Source: an optimization exercise on an open RTL-to-GDS flow (aim: small area). Production flows keep margins and buffers that such runs may drop. RTL that was checked went through simulation tests only; none was proved equivalent to the original.

Setup of main:
==> module cius_step, before the edit <==
module cius_step (
  input  logic [1:0]  phase,
  input  logic [31:0] off,
  input  logic [31:0] lo,
  input  logic [31:0] hi,
  input  logic        mg,
  input  logic [2:0]  ev,
  input  logic [31:0] expected_total,
  input  logic [7:0]  data_byte,
  input  logic        first_byte,
  output logic [1:0]  phase_nxt,
  output logic [31:0] off_inc,
  output logic        off_zero,
  output logic [31:0] lo_nxt,
  output logic [31:0] hi_nxt,
  output logic        mg_nxt,
  output logic [2:0]  ev_nxt,
  output logic [1:0]  dest_nxt
);
  logic        too_small;
  logic [1:0]  ph;
  logic        seg_start;
  logic        zero_off;
  logic [31:0] inc;
  logic [31:0] o;
  logic        pos4;
  logic        pos12;
  logic [31:0] fs_len;
  logic [31:0] fw_len;
  logic        fs_last;
  logic        fw_done;
  assign too_small = (expected_total <= 32'(HDR_LEN));
  assign ph        = first_byte ? (too_small ? PH_IDLE : PH_HEADER) : phase;
  assign seg_start = (ev == EV_HEADER_OK) || (ev == EV_FS_DONE);
  assign zero_off  = first_byte || (ph == PH_IDLE) || seg_start;
  logic [3:0] off_bp;
  always_comb begin
    logic c;
    for (int b = 0; b < 2; b++) off_bp[b] = &off[16*b +: 16];
    for (int b = 0; b < 2; b++) begin
      c = 1'b1;
      for (int j = 0; j < b; j++) c = c & off_bp[j];
      for (int i = 16*b; i < 16*b + 16; i++) begin
        inc[i] = off[i] ^ c;
        c      = c & off[i];
      end
    end
  end
  assign o = zero_off ? 32'd0 : inc;
  assign off_inc  = inc;
  assign off_zero = zero_off;
  assign pos4  = !first_byte && (off[3:0] == 4'd3);
  assign pos12 = !first_byte && (off[3:0] == 4'd11);
  assign fs_len = {hi[7:0], lo[31:8]};
  assign fw_len = {data_byte, hi[31:8]};
  localparam logic [33:0] SUM_K = 34'h3_FFFF_FFF2;
  logic [33:0] sx, sy, sz, su, sv;
  logic        sum_ok;
  assign sx = {2'b00, fs_len};
  assign sy = {2'b00, fw_len};
  assign sz = ~{2'b00, expected_total};
  assign su = sx ^ sy ^ sz;
  assign sv = {(sx[32:0] & sy[32:0]) | (sx[32:0] & sz[32:0]) | (sy[32:0] & sz[32:0]), 1'b0};
  always_comb begin
    sum_ok = !(su[0] ^ sv[0] ^ SUM_K[0]);
    for (int i = 1; i < 34; i++)
      sum_ok = sum_ok && ((su[i] ^ sv[i] ^ SUM_K[i])
                          == (SUM_K[i-1] ? (su[i-1] & sv[i-1]) : (su[i-1] | sv[i-1])));
  end
  logic [31:0] dl;
  logic        add2_eq;
  assign dl = off ^ lo;
  always_comb begin
    add2_eq = !dl[0] && dl[1];
    for (int i = 2; i < 32; i++)
      add2_eq = add2_eq && (dl[i] == (dl[i-1] && off[i-1]));
  end
  assign fs_last = seg_start ? (lo == 32'd1) : add2_eq;
  always_comb begin
    logic ge;
    ge = 1'b1;
    for (int i = 0; i < 32; i++)
      ge = (lo[i] & ~expected_total[i]) | ((lo[i] | ~expected_total[i]) & ge);
    fw_done = ge;
  end
  logic [3:0]  k;
  logic [4:0]  lo_lsb;
  logic [31:0] lo_add;
  assign k      = (phase == PH_FS) ? 4'd14 : 4'd1;
  assign lo_lsb = {1'b0, lo[3:0]} + {1'b0, k};
  logic [3:0] lo_bp;
  always_comb begin
    logic c;
    for (int b = 0; b < 2; b++) lo_bp[b] = &lo[4 + 14*b +: 14];
    lo_add[3:0] = lo_lsb[3:0];
    for (int b = 0; b < 2; b++) begin
      c = lo_lsb[4];
      for (int j = 0; j < b; j++) c = c & lo_bp[j];
      for (int i = 4 + 14*b; i < 18 + 14*b; i++) begin
        lo_add[i] = lo[i] ^ c;
        c         = c & lo[i];
      end
    end
  end
  always_comb begin
    phase_nxt = ph;
    lo_nxt    = lo;
    hi_nxt    = hi;
    mg_nxt    = mg;
    ev_nxt    = (first_byte && too_small) ? EV_TOO_SMALL : EV_NONE;
    dest_nxt  = DEST_DISCARD;
    case (ph)
      PH_HEADER: begin
        dest_nxt = DEST_HEADER;
        lo_nxt   = {hi[7:0], lo[31:8]};
        hi_nxt   = {data_byte, hi[31:8]};
        if (pos4) mg_nxt = ({data_byte, hi} == MAGIC_VER);
        if (pos12) begin
          if (!mg) begin
            ev_nxt    = EV_BAD_MAGIC;
            phase_nxt = PH_IDLE;
          end else if (fs_len == 32'd0 || fw_len == 32'd0
                       || !sum_ok) begin
            ev_nxt    = EV_MISMATCH;
            phase_nxt = PH_IDLE;
          end else begin
            ev_nxt    = EV_HEADER_OK;
            phase_nxt = PH_FS;
          end
        end
      end
      PH_FS: begin
        dest_nxt = DEST_FS;
        if (fs_last) begin
          ev_nxt    = EV_FS_DONE;
          phase_nxt = PH_FW;
          lo_nxt    = lo_add;
        end
      end
      PH_FW: begin
        dest_nxt = DEST_FW;
        lo_nxt   = lo_add;
        if (fw_done) begin
          ev_nxt    = EV_DONE;
          phase_nxt = PH_IDLE;
        end
      end
      default: begin
      end
    endcase
  end
endmodule
clock: 6.0 ns
lec_check: 0
cap_margin: 20
core_margin: 2
core_utilization: 60
cts_buf_list: sky130_fd_sc_hd__clkbuf_8
slew_margin: 20
standard.sh (not shown) runs the stock make flow with config.mk's settings and CLKGATE_MAP_FILE= SYNTH_SCRIPT=/design/flow/synth_recipe.tcl, a recipe that flattens the netlist after the stock synthesis.
==> flow/flow/run.sh <==
#!/bin/bash
# The standard layout, with the smallest buffer as each port's buffer and no dummy clock loads.
set -euo pipefail
export BUFFER_PORTS_ARGS="-buffer_cell sky130_fd_sc_hd__buf_1"
export CTS_ARGS="-sink_clustering_enable -repair_clock_nets -buf_list sky130_fd_sc_hd__clkbuf_8 -dont_use_dummy_load"
bash standard.sh > flow.log 2>&1
--- input diff main..the feature branch ---
--- a/flow/design.v
+++ b/flow/design.v
@@ -79,11 +79,11 @@
   logic [3:0] off_bp;
   always_comb begin
     logic c;
-    for (int b = 0; b < 2; b++) off_bp[b] = &off[16*b +: 16];
-    for (int b = 0; b < 2; b++) begin
+    for (int b = 0; b < 4; b++) off_bp[b] = &off[8*b +: 8];
+    for (int b = 0; b < 4; b++) begin
       c = 1'b1;
       for (int j = 0; j < b; j++) c = c & off_bp[j];
-      for (int i = 16*b; i < 16*b + 16; i++) begin
+      for (int i = 8*b; i < 8*b + 8; i++) begin
         inc[i] = off[i] ^ c;
         c      = c & off[i];
       end
@@ -134,12 +134,12 @@
   logic [3:0] lo_bp;
   always_comb begin
     logic c;
-    for (int b = 0; b < 2; b++) lo_bp[b] = &lo[4 + 14*b +: 14];
+    for (int b = 0; b < 4; b++) lo_bp[b] = &lo[4 + 7*b +: 7];
     lo_add[3:0] = lo_lsb[3:0];
-    for (int b = 0; b < 2; b++) begin
+    for (int b = 0; b < 4; b++) begin
       c = lo_lsb[4];
       for (int j = 0; j < b; j++) c = c & lo_bp[j];
-      for (int i = 4 + 14*b; i < 18 + 14*b; i++) begin
+      for (int i = 4 + 7*b; i < 11 + 7*b; i++) begin
         lo_add[i] = lo[i] ^ c;
         c         = c & lo[i];
       end
Notes after the runs:
- A start-to-end type of the worst setup path of in -> reg is what the feature branch shows, while reg -> reg belongs to main.
- Of the feature branch and main, it is the feature branch that has the lower worst slew margin relative to its limit.
- main → the feature branch: global-route met1 utilization increased by 4.2 points relative to the old numbers, sum of overflow across all layers after global routing has remained practically unchanged, data required time at the worst endpoint rose 0.05 ns.
- The feature branch reports a lower clock period minus final worst setup slack than main does.
- Cell count of the worst reg-to-reg path ends up higher on main.
- Register-to-register slack for the feature branch: 0.59 ns up relative to main
- [the feature branch] gate count after technology mapping fell 15 relative to main
Only the layout flow was run in the feature branch; the RTL was not checked for function there.

## separate check: timing with driven ports
In the flow no input, the clock included, has a driving cell. The finished layouts below were timed again as built, in two steps.
Step 1: set_driving_cell puts a clkbuf_16 on clk and a buf_2 on each other input, an assumption about the parent block.
Step 2 adds t to the input delays and takes it off the output delays; t is the mean of the earliest and latest rising clock arrival at the registers after step 1. Input paths then give back, and output paths get back, about the clock's delay inside the block.
Slacks: ideal ports / drivers / drivers and shift; pairs: ideal ports / drivers.
| run | t (ns) | setup slack, ns | worst hold slack (ns) | clock arrival spread, ns | cell pins on the clock port's net |
|---|---|---|---|---|---|
| main | 0.493 | 1.420 / 1.420 / 1.420 | 0.458 / 0.458 / 0.458 | 0.034 / 0.033 | 1 |
| the feature branch | 0.484 | 2.001 / 2.014 / 1.533 | 0.477 / 0.477 / 0.477 | 0.030 / 0.029 | 1 |
After both steps setup and hold are still met in every run listed. The setup slack of the feature branch, which loses most, moves by +0.013 ns with the drivers and by -0.468 ns with both steps.
